This is an optimization exercise on Yosys and OpenROAD, whose aim is small area, a short achievable clock period and few clock cycles per item, not a production implementation. RTL that was checked went through simulation tests only; none was proved equivalent to the original. No activity file was given, so power comes from the tool's default toggle rates.

==> quartz: inputs <==
==> flow/design.v (excerpt) <==
module ex_stage
#(
  parameter int unsigned WIDTH = 32
) (
  input  logic             clk,
  input  logic             rst,
  input  logic             in_valid,
  output logic             in_ready,
  input  logic [3:0]       operation,
  input  logic [WIDTH-1:0] op_a,
  input  logic [WIDTH-1:0] op_b,
  input  logic [4:0]       shamt,
  input  logic [4:0]       rd,
  input  logic             reg_write,
  input  logic             stall_in,
  input  logic             flush,
  output logic             out_valid,
  output logic [WIDTH-1:0] result,
  output logic             zero,
  output logic [4:0]       out_rd,
  output logic             out_reg_write,
  output logic             busy
);
  logic v0_q, v1_q;
  logic hold1_s, ld1_s, ld0_s;
  assign hold1_s  = v1_q & stall_in;
  assign ld1_s    = ~hold1_s;
  assign ld0_s    = ~(v0_q & hold1_s);
  assign in_ready = ld0_s;
  always_ff @(posedge clk) begin
    if (!rst || flush) begin
      v0_q <= 1'b0;
      v1_q <= 1'b0;
    end else begin
      if (ld0_s) v0_q <= in_valid;
      if (ld1_s) v1_q <= v0_q;
    end
  end
  logic op_mul, op_sll, op_srl, op_shift, op_sub, op_slt, op_useb;
  assign op_mul   = (operation == OP_MUL);
  assign op_sll   = (operation == OP_SLL);
  assign op_srl   = (operation == OP_SRL);
  assign op_shift = op_sll | op_srl;
  assign op_sub   = (operation == OP_SUB);
  assign op_slt   = (operation == OP_SLT);
  assign op_useb  = (operation == OP_ADD) | op_sub | op_slt | (operation == OP_AND) |
                    (operation == OP_OR) | (operation == OP_XOR) | (operation == OP_NOR);
  logic [31:0] b_rev, b_sh, a_in;
  always_comb begin
    for (int i = 0; i < 32; i++) b_rev[i] = op_b[31 - i];
    b_sh = op_sll ? op_b : b_rev;
    if (op_shift)
      a_in = shamt[4] ? {b_sh[15:0], 16'd0} : b_sh;
    else if (op_mul | op_useb)
      a_in = op_a;
    else
      a_in = 32'd0;
  end
  logic [11:0] one_in, two_in, neg_in;
  logic [31:0] braw;
  assign braw = (op_sub | op_slt) ? ~op_b : op_b;
  always_comb begin
    for (int i = 0; i < 12; i++) begin
      logic b2, b1, bm;
      b2 = op_b[2*i+1];
      b1 = op_b[2*i];
      bm = (i == 0) ? 1'b0 : op_b[2*i-1];
      if (op_mul) begin
        one_in[i] = b1 ^ bm;
        two_in[i] = (b2 & ~b1 & ~bm) | (~b2 & b1 & bm);
  ...
==> flow/config.mk <==
export PLATFORM = sky130hd
export DESIGN_NAME = ex_stage
export DESIGN_NICKNAME = ex_stage
export VERILOG_FILES = /design/flow/design.v
export SDC_FILE = /design/flow/constraint.sdc
export NUM_CORES = 4
export LEC_CHECK = 0
export ABC_AREA = 1
export CAP_MARGIN = 5
export CORE_MARGIN = 2
export CORE_UTILIZATION = 40
export CTS_BUF_LIST = sky130_fd_sc_hd__clkbuf_8
export SETUP_SLACK_MARGIN = 5
export SLEW_MARGIN = 5
export SYNTH_HIERARCHICAL = 1
==> flow/constraint.sdc <==
create_clock -name core_clock -period 10.0 [get_ports {clk}]
set_input_delay 2.0000 -clock core_clock [delete_from_list [all_inputs] [get_ports {clk}]]
set_output_delay 2.0000 -clock core_clock [all_outputs]
set_load 0.01 [all_outputs]
standard.sh (not shown) runs the stock make flow with config.mk's settings and CLKGATE_MAP_FILE= SYNTH_SCRIPT=/design/flow/synth_recipe.tcl, a recipe that flattens the netlist after the stock synthesis.
==> flow/flow/run.sh <==
#!/bin/bash
# The standard layout; the port buffers use the smallest buffer cell
# (every input and output port still gets its own buffer).
set -euo pipefail
bash standard.sh "BUFFER_PORTS_ARGS=-buffer_cell sky130_fd_sc_hd__buf_1" finish > flow_make.log 2>&1
==> sierra (differences from quartz) <==
--- a/flow/design.v
+++ b/flow/design.v
@@ -56,46 +56,51 @@
     end else begin
       if (ld0_s) v0_q <= in_valid;
       if (ld1_s) v1_q <= v0_q;
     end
   end
-  logic op_mul, op_sll, op_srl, op_shift, op_sub, op_slt, op_useb;
-  assign op_mul   = (operation == OP_MUL);
-  assign op_sll   = (operation == OP_SLL);
-  assign op_srl   = (operation == OP_SRL);
-  assign op_shift = op_sll | op_srl;
-  assign op_sub   = (operation == OP_SUB);
-  assign op_slt   = (operation == OP_SLT);
-  assign op_useb  = (operation == OP_ADD) | op_sub | op_slt | (operation == OP_AND) |
-                    (operation == OP_OR) | (operation == OP_XOR) | (operation == OP_NOR);
-  logic [31:0] b_rev, b_sh, a_in;
+  logic op_mul, op_sll, op_srl, op_add, op_sub;
+  assign op_mul = (operation == OP_MUL);
+  assign op_sll = (operation == OP_SLL);
+  assign op_srl = (operation == OP_SRL);
+  assign op_add = (operation == OP_ADD);
+  assign op_sub = (operation == OP_SUB);
+  logic        lt_in;
+  logic [31:0] b_rev, a_in;
+  assign lt_in = $signed(op_a) < $signed(op_b);
   always_comb begin
     for (int i = 0; i < 32; i++) b_rev[i] = op_b[31 - i];
-    b_sh = op_sll ? op_b : b_rev;
-    if (op_shift)
-      a_in = shamt[4] ? {b_sh[15:0], 16'd0} : b_sh;
-    else if (op_mul | op_useb)
-      a_in = op_a;
-    else
-      a_in = 32'd0;
+    case (operation)
+      OP_AND:  a_in = op_a & op_b;
+      OP_OR:   a_in = op_a | op_b;
+      OP_XOR:  a_in = op_a ^ op_b;
+      OP_NOR:  a_in = ~(op_a | op_b);
+      OP_SLT:  a_in = {31'd0, lt_in};
+      OP_SLL:  a_in = op_b;
+      OP_SRL:  a_in = b_rev;
+      OP_MUL:  a_in = op_a;
+      OP_ADD:  a_in = op_a;
+      OP_SUB:  a_in = op_a;
+      default: a_in = 32'd0;
+    endcase
   end
-  logic [11:0] one_in, two_in, neg_in;
+  logic [15:0] one_in, two_in, neg_in;
   logic [31:0] braw;
-  assign braw = (op_sub | op_slt) ? ~op_b : op_b;
+  assign braw = op_sub ? ~op_b : op_b;
   always_comb begin
-    for (int i = 0; i < 12; i++) begin
+    for (int i = 0; i < 16; i++) begin
       logic b2, b1, bm;
       b2 = op_b[2*i+1];
       b1 = op_b[2*i];
       bm = (i == 0) ? 1'b0 : op_b[2*i-1];
       if (op_mul) begin
         one_in[i] = b1 ^ bm;
         two_in[i] = (b2 & ~b1 & ~bm) | (~b2 & b1 & bm);
         neg_in[i] = b2;
-      end else if (op_shift) begin
-        one_in[i] = (i < 8) && (shamt[3:1] == 3'(i)) && !shamt[0];
-        two_in[i] = (i < 8) && (shamt[3:1] == 3'(i)) && shamt[0];
+      end else if (op_sll | op_srl) begin
+        one_in[i] = (shamt[4:1] == 4'(i)) & ~shamt[0];
+        two_in[i] = (shamt[4:1] == 4'(i)) & shamt[0];
         neg_in[i] = 1'b0;
       end else begin
         one_in[i] = braw[2*i];
         two_in[i] = 1'b0;
         neg_in[i] = braw[2*i+1];
@@ -146,28 +151,33 @@
   ex_fa u_wfa202 (.a(whc23), .b(wfs198), .c(wpp15_0), .s(wfs202), .co(wfc202));
   wire wfs203, wfc203;
   ex_fa u_wfa203 (.a(wfc198), .b(wfs199), .c(wpp15_1), .s(wfs203), .co(wfc203));
   assign wt_x = {wfc202, wfc201, wfc200, whc25, whc24, whs24, wpp12[1], wpp12[0]};
   assign wt_y = {wfs203, wfs202, wfs201, wfs200, whs25, wneg[1], 1'b0, wneg[0]};
-  logic [7:0] w_in;
-  assign w_in = op_mul ? (wt_x + wt_y) : (op_useb ? braw[31:24] : 8'd0);
+  logic [7:0] am8, w_sh, w_in;
+  assign am8  = op_sll ? op_b[7:0] : b_rev[7:0];
+  assign w_sh = (shamt[4:3] == 2'b11) ? (am8 << shamt[2:0]) : 8'd0;
+  assign w_in = op_mul ? (wt_x + wt_y) : ((op_sll | op_srl) ? w_sh : braw[31:24]);
   logic [31:0] a0_q;
   logic [11:0] one0_q, two0_q, neg0_q;
   logic [7:0]  w0_q;
-  logic [3:0]  op0_q;
+  logic        tree0_q, srl0_q, useb0_q, c0_q;
   logic [4:0]  rd0_q;
   logic        rw0_q;
   always_ff @(posedge clk) begin
     if (ld0_s) begin
-      a0_q   <= a_in;
-      one0_q <= one_in;
-      two0_q <= two_in;
-      neg0_q <= neg_in;
-      w0_q   <= w_in;
-      op0_q  <= operation;
-      rd0_q  <= rd;
-      rw0_q  <= reg_write;
+      a0_q    <= a_in;
+      one0_q  <= one_in[11:0];
+      two0_q  <= two_in[11:0];
+      neg0_q  <= neg_in[11:0];
+      w0_q    <= w_in;
+      tree0_q <= op_mul | op_sll;
+      srl0_q  <= op_srl;
+      useb0_q <= op_add | op_sub;
+      c0_q    <= op_mul ? op_b[1] : op_sub;
+      rd0_q   <= rd;
+      rw0_q   <= reg_write;
     end
   end
   logic [31:0] b0_raw;
   always_comb begin
     for (int i = 0; i < 12; i++) begin
@@ -647,104 +657,62 @@
   ex_fa u_fa196 (.a(fc167), .b(fs168), .c(fs141), .s(fs196), .co(fc196));
   wire fs197, fc197;
   ex_fa u_fa197 (.a(fc168), .b(fs169), .c(fs143), .s(fs197), .co(fc197));
   assign tree_x = {fc196, fc195, fc194, fc193, fc192, fc191, fc190, fc189, fc188, fc187, fc186, fc185, fc184, fc183, fc182, fc181, fc180, fc179, fc178, fc177, fc176, fc175, fc174, fc173, fc172, fc171, fc170, hc21, hc20, hs20, pp0[1], pp0[0]};
   assign tree_y = {fs197, fs196, fs195, fs194, fs193, fs192, fs191, fs190, fs189, fs188, fs187, fs186, fs185, fs184, fs183, fs182, fs181, fs180, fs179, fs178, fs177, fs176, fs175, fs174, fs173, fs172, fs171, fs170, hs21, bneg[1], 1'b0, 1'b0};
-  logic [31:0] hp, hg, hp_rev;
+  logic [31:0] hp, hg, hp_rev, yb;
   assign hp = tree_x ^ tree_y;
   assign hg = tree_x & tree_y;
   always_comb begin
     for (int i = 0; i < 32; i++) hp_rev[i] = hp[31 - i];
   end
-  logic [31:0] ap, ag;
-  assign ap = a0_q ^ b0_raw;
-  assign ag = a0_q & b0_raw;
-  logic [31:0] sg [0:5];
-  logic [31:0] sp [0:5];
-  logic        lt;
-  always_comb begin
-    sg[0] = {1'b0, ag[30:1], ag[0] | ap[0]};
-    sp[0] = {1'b1, ap[30:1], 1'b0};
-    for (int l = 0; l < 5; l++) begin
-      sg[l+1] = 32'd0;
-      sp[l+1] = 32'd0;
-      for (int j = 0; j < (16 >> l); j++) begin
-        sg[l+1][j] = sg[l][2*j+1] | (sp[l][2*j+1] & sg[l][2*j]);
-        sp[l+1][j] = sp[l][2*j+1] & sp[l][2*j];
-      end
-    end
-    lt = ap[31] ? ~sg[5][0] : a0_q[31];
-  end
+  assign yb = useb0_q ? b0_raw : 32'd0;
   logic [31:0] p_d, g_d;
-  logic        c_d;
   always_comb begin
-    p_d = 32'd0;
-    g_d = 32'd0;
-    c_d = 1'b0;
-    case (op0_q)
-      OP_MUL, OP_SLL: begin
-        p_d = hp;
-        g_d = hg;
-        c_d = (op0_q == OP_MUL) & bneg[0];
-      end
-      OP_SRL:  p_d = hp_rev;
-      OP_ADD: begin
-        p_d = ap;
-        g_d = ag;
-      end
-      OP_SUB: begin
-        p_d = ap;
-        g_d = ag;
-        c_d = 1'b1;
-      end
-      OP_SLT:  p_d = {31'd0, lt};
-      OP_AND:  p_d = ag;
-      OP_OR:   p_d = ap | ag;
-      OP_XOR:  p_d = ap;
-      OP_NOR:  p_d = ~(ap | ag);
-      default: ;
-    endcase
+    if (tree0_q) begin
+      p_d = hp;
+      g_d = hg;
+    end else if (srl0_q) begin
+      p_d = hp_rev;
+      g_d = 32'd0;
+    end else begin
+      p_d = a0_q ^ yb;
+      g_d = a0_q & yb;
+    end
   end
   logic [31:0] p1_q, g1_q;
   logic        c1_q;
   logic [4:0]  rd1_q;
   logic        rw1_q;
   always_ff @(posedge clk) begin
     if (ld1_s) begin
       p1_q  <= p_d;
       g1_q  <= g_d;
-      c1_q  <= c_d;
+      c1_q  <= c0_q;
       rd1_q <= rd0_q;
       rw1_q <= rw0_q;
     end
   end
-  logic [31:0] hg0, hpp0, hgk [0:4], hpk [0:4];
-  logic [31:0] gall, cy;
+  logic [31:0] gk [0:5];
+  logic [31:0] pk [0:5];
+  logic [31:0] cy;
   always_comb begin
-    hg0  = g1_q;
-    hpp0 = p1_q;
-    hg0[0] = g1_q[0] | (p1_q[0] & c1_q);
-    hgk[0] = hg0;
-    hpk[0] = hpp0;
-    for (int i = 1; i < 32; i += 2) begin
-      hgk[0][i] = hg0[i] | (hpp0[i] & hg0[i-1]);
-      hpk[0][i] = hpp0[i] & hpp0[i-1];
-    end
-    for (int l = 1; l < 5; l++) begin
-      hgk[l] = hgk[l-1];
-      hpk[l] = hpk[l-1];
-      for (int i = 1; i < 32; i += 2) begin
-        if (i - (1 << l) >= 0) begin
-          hgk[l][i] = hgk[l-1][i] | (hpk[l-1][i] & hgk[l-1][i - (1 << l)]);
-          hpk[l][i] = hpk[l-1][i] & hpk[l-1][i - (1 << l)];
+    gk[0] = g1_q;
+    pk[0] = p1_q;
+    gk[0][0] = g1_q[0] | (p1_q[0] & c1_q);
+    for (int l = 0; l < 5; l++) begin
+      for (int i = 0; i < 32; i++) begin
+        if (i >= (1 << l)) begin
+          gk[l+1][i] = gk[l][i] | (pk[l][i] & gk[l][i - (1 << l)]);
+          pk[l+1][i] = pk[l][i] & pk[l][i - (1 << l)];
+        end else begin
+          gk[l+1][i] = gk[l][i];
+          pk[l+1][i] = pk[l][i];
         end
       end
     end
-    gall = hgk[4];
-    for (int i = 2; i < 32; i += 2)
-      gall[i] = hg0[i] | (hpp0[i] & hgk[4][i-1]);
-    cy = {gall[30:0], c1_q};
+    cy = {gk[5][30:0], c1_q};
   end
   logic [31:0] zterm;
   assign zterm = p1_q ^ {p1_q[30:0] | g1_q[30:0], c1_q};
   assign result        = p1_q ^ cy;
   assign zero          = ~|zterm;
==> flow/flow/run.sh (replaced) <==
#!/bin/bash
# The standard layout; the port buffers use the smallest buffer cell
# (every input and output port still gets its own buffer).
set -euo pipefail
bash standard.sh SETUP_SLACK_MARGIN=5.6 "BUFFER_PORTS_ARGS=-buffer_cell sky130_fd_sc_hd__buf_1" finish > flow_make.log 2>&1
ABC_CLOCK_PERIOD_IN_PS = 4000   (was default)
CAP_MARGIN = 20   (was 5)
CTS_BUF_LIST = default   (was sky130_fd_sc_hd__clkbuf_8)
SETUP_SLACK_MARGIN = default   (was 5)
SLEW_MARGIN = 20   (was 5)
==> indigo (differences from quartz) <==
CAP_MARGIN = 20   (was 5)
CTS_CLUSTER_DIAMETER = 80   (was default)
CTS_CLUSTER_SIZE = 40   (was default)
SLEW_MARGIN = 20   (was 5)
==> comparison table <==
| quantity | sierra | indigo | quartz |
|---|---|---|---|
| Run status | no timing/DRC/antenna violations | no timing/DRC/antenna violations | no timing/DRC/antenna violations |
| Critical register-to-register path startpoint | a0_q[17] | a0_q[10] | a0_q[10] |
| Filler-free cell count of the finished design | 3560 | 3011 | 3011 |
| Detailed placement HPWL | 62.6 mm | 54.5 mm | 54.5 mm |
| Total net switching power | 4.31 mW | 3.58 mW | 3.58 mW |
| Length in cells of the worst reg-to-reg path | 12 | 11 | 11 |
| Met2 track demand over resource in global routing | 0.492 | 0.434 | 0.434 |
| Met3 GRT Util | 0.0535 | 0.0750 | 0.0750 |
| Multi-input gate share of the layout cell area | 0.650 | 0.644 | 0.644 |
| Setup fix buffers added after clock tree synthesis | 65 | 11 | 11 |
| Worst path setup slack after routing | 5.34 ns | 4.98 ns | 4.98 ns |
| Hold Crit Start | c0_q | rd0_q[2] | rd0_q[2] |
| PostCTS Resize Cnt | 272 | 64 | 64 |
| Avg Synthesized Cell Area | 8.40 um^2 | 9.09 um^2 | 9.09 um^2 |
| Average via count per standard cell | 6.03 | 6.17 | 6.17 |
| Clock transition at the register clock pins on the worst setup and hold paths after CTS | 0.07 ns | 0.10 ns | 0.10 ns |
| Most frequent cell on the critical path | sky130_fd_sc_hd__fa_2 | sky130_fd_sc_hd__fa_1 | sky130_fd_sc_hd__fa_1 |
| Slack of the worst reg-to-reg path | 5.34 ns | 4.98 ns | 4.98 ns |
| Via count of the first global-routing pass | 21400 | 18200 | 18200 |
| Placed cell count | 3445 | 2918 | 2918 |
| Unique cell type count in the Yosys netlist | 46 | 44 | 44 |
| Maximum number of pins on one net before global-route repair | 90 | 68 | 68 |
| Total power after layout | 8.07 mW | 6.77 mW | 6.77 mW |
| Sum of met3 wire segment lengths after detailed routing | 6.49 mm | 9.29 mm | 9.29 mm |
Testbench counts of quartz, summed over its fixed seeds: cycles 13,329, items 12,000.
Testbench counts of indigo, summed over its fixed seeds: cycles 13,329, items 12,000.
No functional check of the RTL was part of sierra.

==> re-timing with driven ports <==
The results above use ideal ports. As a check the final layouts listed here were re-extracted and re-timed, cells and wires unchanged. Step 1, drivers: a clkbuf_16 drives clk and a buf_2 each remaining input, both assumed. Step 2 also shifts input and output timing later by t, the mid clock arrival at the registers, as if the neighbouring blocks saw the same clock. a / b / c = ideal / step 1 / step 2; a / b = the first two.
| run | t (ns) | setup slack, ns | latest minus earliest clock arrival (ns) |
|---|---|---|---|
| quartz | 0.554 | 4.982 / 4.982 / 4.710 | 0.018 / 0.018 |
| sierra | 0.496 | 5.336 / 5.336 / 4.970 | 0.018 / 0.019 |
| indigo | 0.554 | 4.982 / 4.982 / 4.710 | 0.018 / 0.018 |
After both steps setup and hold are still met in every run listed. For sierra, which loses most, drivers alone change the setup slack by 0.000 ns; drivers and shift together by -0.366 ns.
